This design comes from an exercise in tuning for small area, a short achievable clock period and few clock cycles per item on the open sky130 flow, not from production work.
Function was checked by simulation only, so behaviour that the tests miss may differ from the original.

File: design/flow/run.sh
#!/bin/bash
# synth_recipe.tcl (not shown) runs the flow's synth.tcl, then flattens the netlist and writes it again
# the make line also repeats each setting of config.mk as NAME=value (left out here)
make -C /OpenROAD-flow-scripts/flow DESIGN_CONFIG=/design/flow/config.mk WORK_HOME=/design/flow/orfs CLKGATE_MAP_FILE= SYNTH_SCRIPT=/design/flow/synth_recipe.tcl finish
File: design/flow/config.mk
export PLATFORM = sky130hd
export DESIGN_NAME = line_follow_pid_steering
export DESIGN_NICKNAME = line_follow_pid_steering
export VERILOG_FILES = /design/flow/design.v
export SDC_FILE = /design/flow/constraint.sdc
export NUM_CORES = 4
export LEC_CHECK = 0
export CAP_MARGIN = 20
export CORE_MARGIN = 2
export CORE_UTILIZATION = 40
export SLEW_MARGIN = 20
File: design/flow/constraint.sdc
create_clock -name core_clock -period 9.0 [get_ports {clk}]
set_input_delay 1.8000 -clock core_clock [delete_from_list [all_inputs] [get_ports {clk}]]
set_output_delay 1.8000 -clock core_clock [all_outputs]
set_load 0.01 [all_outputs]
File: design/flow/design.v
package lfps_pkg;
	localparam int unsigned SENSORS_MAX = 8;
	localparam int unsigned ERR_W       = 12;
	localparam int unsigned SPEED_W     = 15;
	localparam int unsigned GAIN_W      = 16;
	localparam int unsigned INTEG_W     = 16;
	localparam int unsigned LIMIT_W     = 48;
	localparam int unsigned QUOT_W    = 12;
	localparam int unsigned DIV_STEPS = QUOT_W;
	localparam int unsigned CNT_W     = 4;
	localparam int unsigned APB_ADDR_W = 6;
	localparam int unsigned APB_DATA_W = 64;
	typedef enum logic [2:0] {
		REG_GAIN_P,
		REG_GAIN_I,
		REG_GAIN_D,
		REG_NOMINAL_DRIVE,
		REG_DRIVE_CAP,
		REG_STEER_LIMIT,
		REG_INTEG_LIMITS
	} reg_idx_t;
	localparam logic [ERR_W-1:0] DEADBAND   = 12'd154;
	localparam logic [ERR_W-1:0] ERR_MEDIUM = 12'd384;
	localparam logic [ERR_W-1:0] ERR_LARGE  = 12'd768;
	localparam logic [SENSORS_MAX*4-1:0] WEIGHTS = {
		4'sd5, 4'sd4, 4'sd2, 4'sd1, -4'sd1, -4'sd2, -4'sd4, -4'sd5
	};
	typedef struct packed {
		logic [SENSORS_MAX-1:0] sensor_bits;
	} sensor_req_t;
	typedef struct packed {
		logic [SPEED_W-1:0]      left_drive;
		logic [SPEED_W-1:0]      right_drive;
		logic signed [ERR_W-1:0] error_out;
	} wheel_req_t;
	typedef struct packed {
		logic [GAIN_W-1:0]  gain_p;
		logic [GAIN_W-1:0]  gain_i;
		logic [GAIN_W-1:0]  gain_d;
		logic [SPEED_W-1:0] nominal_drive;
		logic [SPEED_W-1:0] drive_cap;
		logic [SPEED_W-1:0] steer_limit;
		logic [LIMIT_W-1:0] integral_limits;
	} cfg_t;
	typedef enum logic [1:0] {
		MUL_GP,
		MUL_GI,
		MUL_GD
	} mul_sel_t;
	typedef enum logic [1:0] {
		ACC_HOLD,
		ACC_LOAD,
		ACC_ADD_SHIFT,
		ACC_ADD
	} acc_op_t;
	typedef struct packed {
		logic     start;
		logic     div_step;
		logic     err_step;
		logic     integ_step;
		logic     mul_en;
		mul_sel_t mul_sel;
		acc_op_t  acc_op;
		logic     steer_step;
		logic     out_load;
	} cmd_t;
endpackage
module lfps_cfg_regs (
	input  logic                                 clk,
	input  logic                                 arst_n,
	input  logic                                 psel,
	input  logic                                 penable,
	input  logic                                 pwrite,
	input  logic [lfps_pkg::APB_ADDR_W-1:0]      paddr,
	input  logic [lfps_pkg::APB_DATA_W-1:0]      pwdata,
	output logic [lfps_pkg::APB_DATA_W-1:0]      prdata,
	output logic                                 pready,
	output lfps_pkg::cfg_t                       cfg
);
	lfps_pkg::cfg_t     cfg_q;
	lfps_pkg::reg_idx_t reg_idx;
	logic               wr_en;
	assign reg_idx = lfps_pkg::reg_idx_t'(paddr[5:3]);
	assign wr_en   = psel && penable && pwrite;
	assign pready  = 1'b1;
	assign cfg     = cfg_q;
	always_ff @(posedge clk or negedge arst_n) begin
		if (!arst_n) begin
			cfg_q <= '0;
		end else if (wr_en) begin
			unique case (reg_idx)
				lfps_pkg::REG_GAIN_P:        cfg_q.gain_p          <= pwdata[15:0];
				lfps_pkg::REG_GAIN_I:        cfg_q.gain_i          <= pwdata[15:0];
				lfps_pkg::REG_GAIN_D:        cfg_q.gain_d          <= pwdata[15:0];
				lfps_pkg::REG_NOMINAL_DRIVE: cfg_q.nominal_drive   <= pwdata[14:0];
				lfps_pkg::REG_DRIVE_CAP:     cfg_q.drive_cap       <= pwdata[14:0];
				lfps_pkg::REG_STEER_LIMIT:   cfg_q.steer_limit     <= pwdata[14:0];
				lfps_pkg::REG_INTEG_LIMITS:  cfg_q.integral_limits <= pwdata[47:0];
				default: ;
			endcase
		end
	end
	always_comb begin
		unique case (reg_idx)
			lfps_pkg::REG_GAIN_P:        prdata = 64'(cfg_q.gain_p);
			lfps_pkg::REG_GAIN_I:        prdata = 64'(cfg_q.gain_i);
			lfps_pkg::REG_GAIN_D:        prdata = 64'(cfg_q.gain_d);
			lfps_pkg::REG_NOMINAL_DRIVE: prdata = 64'(cfg_q.nominal_drive);
			lfps_pkg::REG_DRIVE_CAP:     prdata = 64'(cfg_q.drive_cap);
			lfps_pkg::REG_STEER_LIMIT:   prdata = 64'(cfg_q.steer_limit);
			lfps_pkg::REG_INTEG_LIMITS:  prdata = 64'(cfg_q.integral_limits);
			default:                     prdata = '0;
		endcase
	end
endmodule
module lfps_ctrl (
	input  logic           clk,
	input  logic           arst_n,
	input  logic           in_valid,
	output logic           in_ready,
	output logic           out_valid,
	input  logic           out_ready,
	output lfps_pkg::cmd_t cmd
);
	typedef enum logic [3:0] {
		ST_IDLE,
		ST_DIVIDE,
		ST_ERROR,
		ST_INTEG,
		ST_MUL_P,
		ST_MUL_I,
		ST_MUL_D,
		ST_ACCUM,
		ST_STEER,
		ST_WHEEL
	} state_t;
	state_t                     state_q;
	logic [lfps_pkg::CNT_W-1:0] cnt_q;
	logic                       out_valid_q;
	logic                       slot_free;
	assign in_ready  = (state_q == ST_IDLE);
	assign out_valid = out_valid_q;
	assign slot_free = !out_valid_q || out_ready;
	always_comb begin
		cmd         = '0;
		cmd.mul_sel = lfps_pkg::MUL_GP;
		cmd.acc_op  = lfps_pkg::ACC_HOLD;
		unique case (state_q)
			ST_IDLE:   cmd.start = in_valid;
			ST_DIVIDE: cmd.div_step = 1'b1;
			ST_ERROR:  cmd.err_step = 1'b1;
			ST_INTEG:  cmd.integ_step = 1'b1;
			ST_MUL_P: begin
				cmd.mul_en  = 1'b1;
				cmd.mul_sel = lfps_pkg::MUL_GP;
			end
			ST_MUL_I: begin
				cmd.mul_en  = 1'b1;
				cmd.mul_sel = lfps_pkg::MUL_GI;
				cmd.acc_op  = lfps_pkg::ACC_LOAD;
			end
			ST_MUL_D: begin
				cmd.mul_en  = 1'b1;
				cmd.mul_sel = lfps_pkg::MUL_GD;
				cmd.acc_op  = lfps_pkg::ACC_ADD_SHIFT;
			end
			ST_ACCUM:  cmd.acc_op = lfps_pkg::ACC_ADD;
			ST_STEER:  cmd.steer_step = 1'b1;
			ST_WHEEL:  cmd.out_load = slot_free;
			default: ;
		endcase
	end
	always_ff @(posedge clk or negedge arst_n) begin
		if (!arst_n) begin
			state_q     <= ST_IDLE;
			cnt_q       <= '0;
			out_valid_q <= 1'b0;
		end else begin
			out_valid_q <= cmd.out_load || (out_valid_q && !out_ready);
			unique case (state_q)
				ST_IDLE: begin
					cnt_q <= '0;
					if (in_valid) begin
						state_q <= ST_DIVIDE;
					end
				end
				ST_DIVIDE: begin
					cnt_q <= cnt_q + 1'b1;
					if (cnt_q == lfps_pkg::CNT_W'(lfps_pkg::DIV_STEPS - 1)) begin
						state_q <= ST_ERROR;
					end
				end
				ST_ERROR: state_q <= ST_INTEG;
				ST_INTEG: state_q <= ST_MUL_P;
				ST_MUL_P: state_q <= ST_MUL_I;
				ST_MUL_I: state_q <= ST_MUL_D;
				ST_MUL_D: state_q <= ST_ACCUM;
				ST_ACCUM: state_q <= ST_STEER;
				ST_STEER: state_q <= ST_WHEEL;
				ST_WHEEL: begin
					if (slot_free) begin
						state_q <= ST_IDLE;
					end
				end
				default: state_q <= ST_IDLE;
			endcase
		end
	end
endmodule
module lfps_datapath #(
	parameter int unsigned SENSOR_COUNT = 8
) (
	input  logic                  clk,
	input  logic                  arst_n,
	input  lfps_pkg::cmd_t        cmd,
	input  lfps_pkg::cfg_t        cfg,
	input  lfps_pkg::sensor_req_t sensor_req,
	output lfps_pkg::wheel_req_t  wheel_req
);
	logic signed [4:0] wsum;
	logic [3:0]        wcnt;
	logic [3:0]        wabs;
	always_comb begin
		wsum = '0;
		wcnt = '0;
		for (int i = 0; i < lfps_pkg::SENSORS_MAX; i++) begin
			if (sensor_req.sensor_bits[i] && (i < SENSOR_COUNT)) begin
				wsum = wsum + 5'($signed(lfps_pkg::WEIGHTS[i*4 +: 4]));
				wcnt = wcnt + 4'd1;
			end
		end
		wabs = wsum[4] ? 4'(-wsum) : wsum[3:0];
	end
	logic [lfps_pkg::QUOT_W-1:0] dividend_q;
	logic [lfps_pkg::QUOT_W-1:0] quot_q;
	logic [3:0]                  divisor_q;
	logic [2:0]                  rem_q;
	logic                        neg_q;
	logic                        found_q;
	logic [3:0]                  trial;
	logic                        trial_ge;
	assign trial    = {rem_q, dividend_q[lfps_pkg::QUOT_W-1]};
	assign trial_ge = (trial >= divisor_q);
	always_ff @(posedge clk) begin
		if (cmd.start) begin
			dividend_q <= {wabs, 8'h00};
			divisor_q  <= wcnt;
			neg_q      <= wsum[4];
			found_q    <= (wcnt != 4'd0);
			rem_q      <= '0;
			quot_q     <= '0;
		end else if (cmd.div_step) begin
			dividend_q <= {dividend_q[lfps_pkg::QUOT_W-2:0], 1'b0};
			quot_q     <= {quot_q[lfps_pkg::QUOT_W-2:0], trial_ge};
			if (trial_ge) begin
				rem_q <= 3'(trial - divisor_q);
			end else begin
				rem_q <= trial[2:0];
			end
		end
	end
	logic signed [lfps_pkg::ERR_W-1:0] prev_error_q;
	logic signed [lfps_pkg::ERR_W-1:0] raw_q;
	logic signed [lfps_pkg::ERR_W-1:0] e_q;
	logic                              round_up;
	logic [lfps_pkg::QUOT_W-1:0]       quot_rnd;
	logic signed [lfps_pkg::ERR_W-1:0] mean;
	logic signed [lfps_pkg::ERR_W-1:0] raw;
	logic [lfps_pkg::ERR_W-1:0]        raw_mag;
	assign round_up = ({rem_q, 1'b0} >= divisor_q);
	assign quot_rnd = quot_q + lfps_pkg::QUOT_W'(round_up);
	assign mean     = neg_q ? $signed(-quot_rnd) : $signed(quot_rnd);
	assign raw      = found_q ? mean : prev_error_q;
	assign raw_mag  = raw[lfps_pkg::ERR_W-1] ? 12'(-raw) : raw;
	always_ff @(posedge clk) begin
		if (cmd.err_step) begin
			raw_q <= raw;
			e_q   <= (raw_mag < lfps_pkg::DEADBAND) ? '0 : raw;
		end
	end
	logic signed [lfps_pkg::INTEG_W-1:0] integ_q;
	logic signed [12:0]                  de_q;
	logic [lfps_pkg::ERR_W-1:0]          e_mag;
	logic [15:0]                         lim16;
	logic                                flip;
	logic signed [lfps_pkg::INTEG_W-1:0] i_base;
	logic signed [24:0]                  ix;
	logic signed [16:0]                  itr;
	logic signed [17:0]                  it18;
	logic signed [17:0]                  lim_pos;
	logic signed [17:0]                  lim_neg;
	logic signed [17:0]                  iclamp;
	logic signed [lfps_pkg::INTEG_W-1:0] integ_new;
	always_comb begin
		e_mag = e_q[lfps_pkg::ERR_W-1] ? 12'(-e_q) : e_q;
		priority if (e_mag > lfps_pkg::ERR_LARGE) begin
			lim16 = cfg.integral_limits[47:32];
		end else if (e_mag > lfps_pkg::ERR_MEDIUM) begin
			lim16 = cfg.integral_limits[31:16];
		end else begin
			lim16 = cfg.integral_limits[15:0];
		end
		flip   = ((prev_error_q > 0) && (e_q < 0)) || ((prev_error_q < 0) && (e_q > 0));
		i_base = flip ? '0 : integ_q;
		ix     = 25'($signed({i_base, 8'h00})) + 25'(e_q);
		itr    = 17'(ix >>> 8) + 17'(ix[24] && (ix[7:0] != 8'h00));
		it18   = 18'(itr);
		lim_pos = $signed({2'b00, lim16});
		lim_neg = -lim_pos;
		if (it18 > lim_pos) begin
			iclamp = lim_pos;
		end else if (it18 < lim_neg) begin
			iclamp = lim_neg;
		end else begin
			iclamp = it18;
		end
		if (iclamp > 18'sd32767) begin
			integ_new = 16'sh7FFF;
		end else if (iclamp < -18'sd32768) begin
			integ_new = 16'sh8000;
		end else begin
			integ_new = iclamp[15:0];
		end
	end
	always_ff @(posedge clk or negedge arst_n) begin
		if (!arst_n) begin
			integ_q      <= '0;
			prev_error_q <= '0;
		end else if (cmd.integ_step) begin
			integ_q      <= integ_new;
			prev_error_q <= e_q;
		end
	end
	always_ff @(posedge clk) begin
		if (cmd.integ_step) begin
			de_q <= 13'(e_q) - 13'(prev_error_q);
		end
	end
	logic signed [16:0] mul_a;
	logic signed [16:0] mul_b;
	logic signed [33:0] prod_q;
	logic signed [42:0] prod_ext;
	logic signed [42:0] acc_q;
	always_comb begin
		unique case (cmd.mul_sel)
			lfps_pkg::MUL_GP: begin
				mul_a = $signed({1'b0, cfg.gain_p});
				mul_b = 17'(e_q);
			end
			lfps_pkg::MUL_GI: begin
				mul_a = $signed({1'b0, cfg.gain_i});
				mul_b = 17'(integ_q);
			end
			lfps_pkg::MUL_GD: begin
				mul_a = $signed({1'b0, cfg.gain_d});
				mul_b = 17'(de_q);
			end
			default: begin
				mul_a = '0;
				mul_b = '0;
			end
		endcase
	end
	assign prod_ext = 43'(prod_q);
	always_ff @(posedge clk) begin
		if (cmd.mul_en) begin
			prod_q <= mul_a * mul_b;
		end
	end
	always_ff @(posedge clk) begin
		unique case (cmd.acc_op)
			lfps_pkg::ACC_HOLD:      acc_q <= acc_q;
			lfps_pkg::ACC_LOAD:      acc_q <= prod_ext;
			lfps_pkg::ACC_ADD_SHIFT: acc_q <= acc_q + (prod_ext <<< 8);
			lfps_pkg::ACC_ADD:       acc_q <= acc_q + prod_ext;
			default:                 acc_q <= acc_q;
		endcase
	end
	logic signed [34:0] steer_raw;
	logic signed [34:0] steer_lim;
	logic signed [23:0] steer_q;
	assign steer_raw = 35'(acc_q >>> 8);
	assign steer_lim = $signed({12'd0, cfg.steer_limit, 8'h00});
	always_ff @(posedge clk) begin
		if (cmd.steer_step) begin
			if (steer_raw > steer_lim) begin
				steer_q <= 24'(steer_lim);
			end else if (steer_raw < -steer_lim) begin
				steer_q <= 24'(-steer_lim);
			end else begin
				steer_q <= 24'(steer_raw);
			end
		end
	end
	logic signed [24:0]           base_v;
	logic signed [24:0]           lv;
	logic signed [24:0]           rv;
	logic [15:0]                  ls16;
	logic [15:0]                  rs16;
	logic [lfps_pkg::SPEED_W-1:0] ls;
	logic [lfps_pkg::SPEED_W-1:0] rs;
	lfps_pkg::wheel_req_t         out_q;
	always_comb begin
		base_v = $signed({2'b00, cfg.nominal_drive, 8'h00});
		lv     = base_v + 25'(steer_q);
		rv     = base_v - 25'(steer_q);
		ls16   = lv[24] ? 16'd0 : lv[23:8];
		rs16   = rv[24] ? 16'd0 : rv[23:8];
		ls     = (ls16 > {1'b0, cfg.drive_cap}) ? cfg.drive_cap : ls16[14:0];
		rs     = (rs16 > {1'b0, cfg.drive_cap}) ? cfg.drive_cap : rs16[14:0];
	end
	always_ff @(posedge clk) begin
		if (cmd.out_load) begin
			out_q.left_drive  <= ls;
			out_q.right_drive <= rs;
			out_q.error_out   <= raw_q;
		end
	end
	assign wheel_req = out_q;
endmodule
module line_follow_pid_steering #(
	parameter int unsigned SENSOR_COUNT = 8
) (
	input  logic                                 clk,
	input  logic                                 arst_n,
	input  logic                                 sensor_valid,
	output logic                                 sensor_ready,
	input  logic [lfps_pkg::SENSORS_MAX-1:0]     sensor_bits,
	output logic                                 wheel_valid,
	input  logic                                 wheel_ready,
	output logic [lfps_pkg::SPEED_W-1:0]         left_drive,
	output logic [lfps_pkg::SPEED_W-1:0]         right_drive,
	output logic [lfps_pkg::ERR_W-1:0]           error_out,
	input  logic                                 psel,
	input  logic                                 penable,
	input  logic                                 pwrite,
	input  logic [lfps_pkg::APB_ADDR_W-1:0]      paddr,
	input  logic [lfps_pkg::APB_DATA_W-1:0]      pwdata,
	output logic [lfps_pkg::APB_DATA_W-1:0]      prdata,
	output logic                                 pready
);
	lfps_pkg::cfg_t        cfg;
	lfps_pkg::cmd_t        cmd;
	lfps_pkg::sensor_req_t sensor_req;
	lfps_pkg::wheel_req_t  wheel_req;
	logic                  in_ready;
	logic                  out_valid;
	lfps_cfg_regs u_cfg_regs (
		.clk     (clk),
		.arst_n  (arst_n),
		.psel    (psel),
		.penable (penable),
		.pwrite  (pwrite),
		.paddr   (paddr),
		.pwdata  (pwdata),
		.prdata  (prdata),
		.pready  (pready),
		.cfg     (cfg)
	);
	lfps_ctrl u_ctrl (
		.clk       (clk),
		.arst_n    (arst_n),
		.in_valid  (sensor_valid),
		.in_ready  (in_ready),
		.out_valid (out_valid),
		.out_ready (wheel_ready),
		.cmd       (cmd)
	);
	lfps_datapath #(
		.SENSOR_COUNT (SENSOR_COUNT)
	) u_datapath (
		.clk        (clk),
		.arst_n     (arst_n),
		.cmd        (cmd),
		.cfg        (cfg),
		.sensor_req (sensor_req),
		.wheel_req  (wheel_req)
	);
	assign sensor_req   = sensor_bits;
	assign sensor_ready = in_ready;
	assign wheel_valid  = out_valid;
	assign left_drive   = wheel_req.left_drive;
	assign right_drive  = wheel_req.right_drive;
	assign error_out    = wheel_req.error_out;
endmodule
==> summary.md <==
| Metric | Value |
|---|---|
| Core area | 93,190 um2 |
| Nets@finish | 4,908 |
| Top FF cell, synth | edfxtp_1 |
| Global-route wire length before repair | between 150 and 200 mm |
| WP data arrival | 8.73 ns |
| Tightest Pin Transition | ~1.1 ns |
| Area growth, synth to finish | 13.81% |
| Total grt overflow | 0 |
| Postcts setup bufs | 0 |
| Clock sinks | between 300 and 400 |
| Die area | between 90,000 and 100,000 um2 |
| Slew Limit Headroom | 0.2779 |
| Netlist cell types | 96 |
| Synth Area per Inst | a little over 9 um2 |
| Clock root buffer | clkbuf_16 |
| Min cycle time layout | roughly 8.4 ns |
| CTS tree | built |
| Clock Skew | 0.07216 ns |
| FP Rows | approximately 110 |
| CTS H-tree lvls | 2 |
| Area after DPL | just over 40,000 um2 |
| HP Class | reg2reg |
| Yosys warns | 3 |
| Setup_tns | 0 ns |
| Drt pass-1 iters | 8 |
| I/O Buffers | 157 |
| Worst Path Required | 9.32 ns |
| I/O pin total | 194 |
| Placed cells | 5,425 |
| Maxcap violations | 0 |
| Gr usage total | 0.2262 |
| Post-route ant nets | 0 |
| CTS buffer count | 47 |
| Layout cells sized above 1 | 0.1028 |
| Crit-path max FO | 35 |
| Avg WL per Cell | 19.83 um |
| Largest net degree at the start of global routing | 108 |
| Final Hold Violating Endpoints | 0 |
| Setup violators final | 0 |
| Crit path largest cell delay | approximately 0.56 ns |
| Sequential share of the synthesized area | 0.2785 |
| Initial antenna violation count | 2 |
| Critical setup path kind | reg2reg |
| CTS Hold Bufs | 0 |
| Vias in the first global route | approximately 30,000 |
| Most used cell along the critical path | inv_1 |
| Clock latency on the worst-skew pair | 0.64 ns |
| DRC errors left | 0 |
| Initial Util | 0.4030 |
| Initial DRC count | between 2,000 and 2,500 |
| Routability Congestion | roughly 0.93 |
| RSZ-0062 raised after global routing | no |
| Via count | slightly above 30,000 |
| Chip Height | 310.4 um |
| Chip width | ~310 um |
| Post-synth ARST share | 0.4648 |
| Netlist area before placement | about 38,000 um2 |
| Post-CTS sizing | 0 |
| Critical Path Start Type | register |
| CP endpoint kind | register |
| Finished Layout Cells | 5,515 |
| Worst-path clk slew | roughly 0.05 ns |
| Clk buf depth | 3 |
| Final instance area | ~43,000 um2 |
| Fin crit share | 0.9352 |
| Post-Route WL | between 100 and 150 mm |
| Routed vias/inst | 5.496 |
| Seq cells post-synth | 383 |
| Post-synth EDFFs | 190 |
| Max Clk Rate | around 120 MHz |
| DP HPWL | about 85 mm |
| Post-synthesis cell count | 4,044 |
| Status | finished clean |
| Highest-delay cell along the critical path | fa_1 |
| Final Slew Violations | 0 |
## per-layer routing
layer / vias up / global-route usage / wire, um / part of all wire
met3: 152 / 0.02922 / 5984 / 0.055
met4: 0 / 0.06067 / 2910 / 0.027
li1: 14440 / - / - / -
met5: - / 0 / 0 / 0
met1: 14900 / 0.3122 / 49100 / 0.45
met2: 823 / 0.3732 / 51350 / 0.47
## area by class of cell
type | count | area (um2)
Fill cell | 8989 | 50440
Timing Repair Buffer | 284 | 2601
Clock buffer | 63 | 1297
Multi-Input combinational cell | 3089 | 24970
Inverter | 416 | 1562
Sequential cell | 383 | 10460
Antenna cell | 1 | 2.502
Clock inverter | 25 | 280.3
Tap cell | 1254 | 1569
## registers in the layout, summed over array words and instances, names as in the netlist
signal,count
u_datapath.dividend_q,4
u_datapath.steer_q,24
u_datapath.de_q,13
u_cfg_regs.cfg_q,141
u_datapath.prod_q,34
u_datapath.e_q,12
u_ctrl.out_valid_q,1
u_datapath.acc_q,43
u_datapath.raw_q,12
u_datapath.out_q,42
u_datapath.divisor_q,4
u_datapath.integ_q,16
u_ctrl.state_q,4
u_datapath.rem_q,3
u_datapath.prev_error_q,12
u_datapath.found_q,1
u_datapath.quot_q,12
u_datapath.neg_q,1
u_ctrl.cnt_q,4
## Yosys cell counts (all sizes together), types with 16 or more instances
cell type  number  share of area
or2            17         0.0028
o22a           16         0.0037
a22oi          47         0.0094
nand2b         56         0.0093
nand2         376          0.038
clkbuf        129          0.013
and3           75          0.012
inv           416          0.042
nor3           59         0.0079
or3            31         0.0053
dfrtp         178           0.12
buf            42         0.0066
nor2b          37         0.0062
o21bai         21         0.0042
o21a           45         0.0090
a221oi         17         0.0044
edfxtp        190           0.15
a31oi          22         0.0037
o31ai          19         0.0039
and2           62          0.010
fa            215           0.11
nand4          26         0.0043
ha            387           0.13
a21oi         198          0.026
nor2          329          0.033
a21o           71          0.014
nand3          69         0.0092
mux2i          63          0.018
a211oi         27         0.0054
o21ai         204          0.027
mux2          165          0.050
xnor2         141          0.033
xor2           77          0.018
nor4           22         0.0041
## critical path: cells and delay by family, from the launching register on
family	cells	cell delay (ns)
flops	1	0.50
fa+ha+maj	7	2.75
compound gates	12	2.66
buf+inv	10	1.09
xor+xnor	1	0.16
simple gates	4	0.91
## kinds of logic (layout without fill, tap and decap cells)
group                    Yosys count  in the layout  share of synthesized area
AND/OR/NAND/NOR                 1191           1191                     0.1494
AO/OA/AOI/OAI                    825            825                     0.1445
adder cells (fa/ha/maj)          603            603                     0.2438
buffers and inverters            587            788                    0.06110
flip-flops                       383            383                     0.2785
multiplexers                     235            235                    0.07142
XOR/XNOR                         218            218                    0.05104
other                              2             18                  0.0002000
## metrics by stage
step | utilization | setup slack, ns | hold slack (ns)
finish | 0.4587 | 0.5830 | 0.4176
CTS | 0.4582 | 0.3980 | 0.4202
floorplan | - | 0.04068 | 0.4003
global placement | 0.4412 | 0.6080 | 0.4070
global route | 0.4587 | 0.03262 | 0.4448
detailed placement | 0.4412 | 0.4816 | 0.4089
## layout by cell type (no fill, tap or decap), drive strengths merged, types with 16 or more instances in the layout
| master | synthesis | layout |
|---|---|---|
| nor2 | 329 | 329 |
| nand2b | 56 | 56 |
| inv | 416 | 417 |
| o21ai | 204 | 204 |
| xnor2 | 141 | 141 |
| a31oi | 22 | 22 |
| mux2i | 63 | 63 |
| clkinv | 0 | 20 |
| nand2 | 376 | 376 |
| conb | 2 | 17 |
| or3 | 31 | 31 |
| mux2 | 165 | 165 |
| nor3 | 59 | 59 |
| a221oi | 17 | 17 |
| nand4 | 26 | 26 |
| a211oi | 27 | 27 |
| xor2 | 77 | 77 |
| fa | 215 | 215 |
| and2 | 62 | 62 |
| nand3 | 69 | 69 |
| edfxtp | 190 | 190 |
| buf | 42 | 129 |
| nor2b | 37 | 37 |
| clkdlybuf4s50 | 0 | 154 |
| dfrtp | 178 | 178 |
| or2 | 17 | 17 |
| a21oi | 198 | 198 |
| o22a | 16 | 16 |
| ha | 387 | 387 |
| a22oi | 47 | 47 |
| o31ai | 19 | 19 |
| a21o | 71 | 71 |
| and3 | 75 | 75 |
| nor4 | 22 | 22 |
| o21bai | 21 | 21 |
| clkbuf | 129 | 64 |
| o21a | 45 | 45 |
## final timing paths
check / start / endpoint / cells after the start / slack (ns)
setup / recovery: u_ctrl.state_q[1] / u_datapath.prod_q[32] / 34 / 0.58
hold / removal: u_datapath.raw_q[3] / u_datapath.out_q[3] / 0 / 0.42
setup reg to reg: u_ctrl.state_q[1] / u_datapath.prod_q[32] / 34 / 0.58
hold reg to reg: u_datapath.raw_q[3] / u_datapath.out_q[3] / 0 / 0.42
max in group asynchronous: arst_n / u_cfg_regs.cfg_q[61] / 2 / 6.13
min in group asynchronous: arst_n / u_cfg_regs.cfg_q[27] / 1 / 1.27
Testbench counts, summed over its fixed seeds: cycles 43,016, items 2,048.

## port drivers added, routing unchanged
No port has a modelled driver above. Below, the same layout with a new extraction and two added sets of constraints.
Step 1, drivers: a clkbuf_16 drives clk and a buf_2 each remaining input, both assumed.
Step 2 moves the port delays by t, midway between the first and last clock arrival at a register: inputs arrive t later, outputs are due t later. That takes back most of the time a late clock gives input paths.
Slacks: no drivers / after step 1 / after step 2; pairs: no drivers / after step 1.
t (ns): 0.678
slack for setup (ns): 0.583 / 0.583 / 0.583
slew at the worst register clock pin (ns): 0.07 / 0.07
pins driven straight from the clock port: 1
After both steps this run still meets setup and hold. For this run, drivers alone change the setup slack by 0.000 ns; drivers and shift together by 0.000 ns.
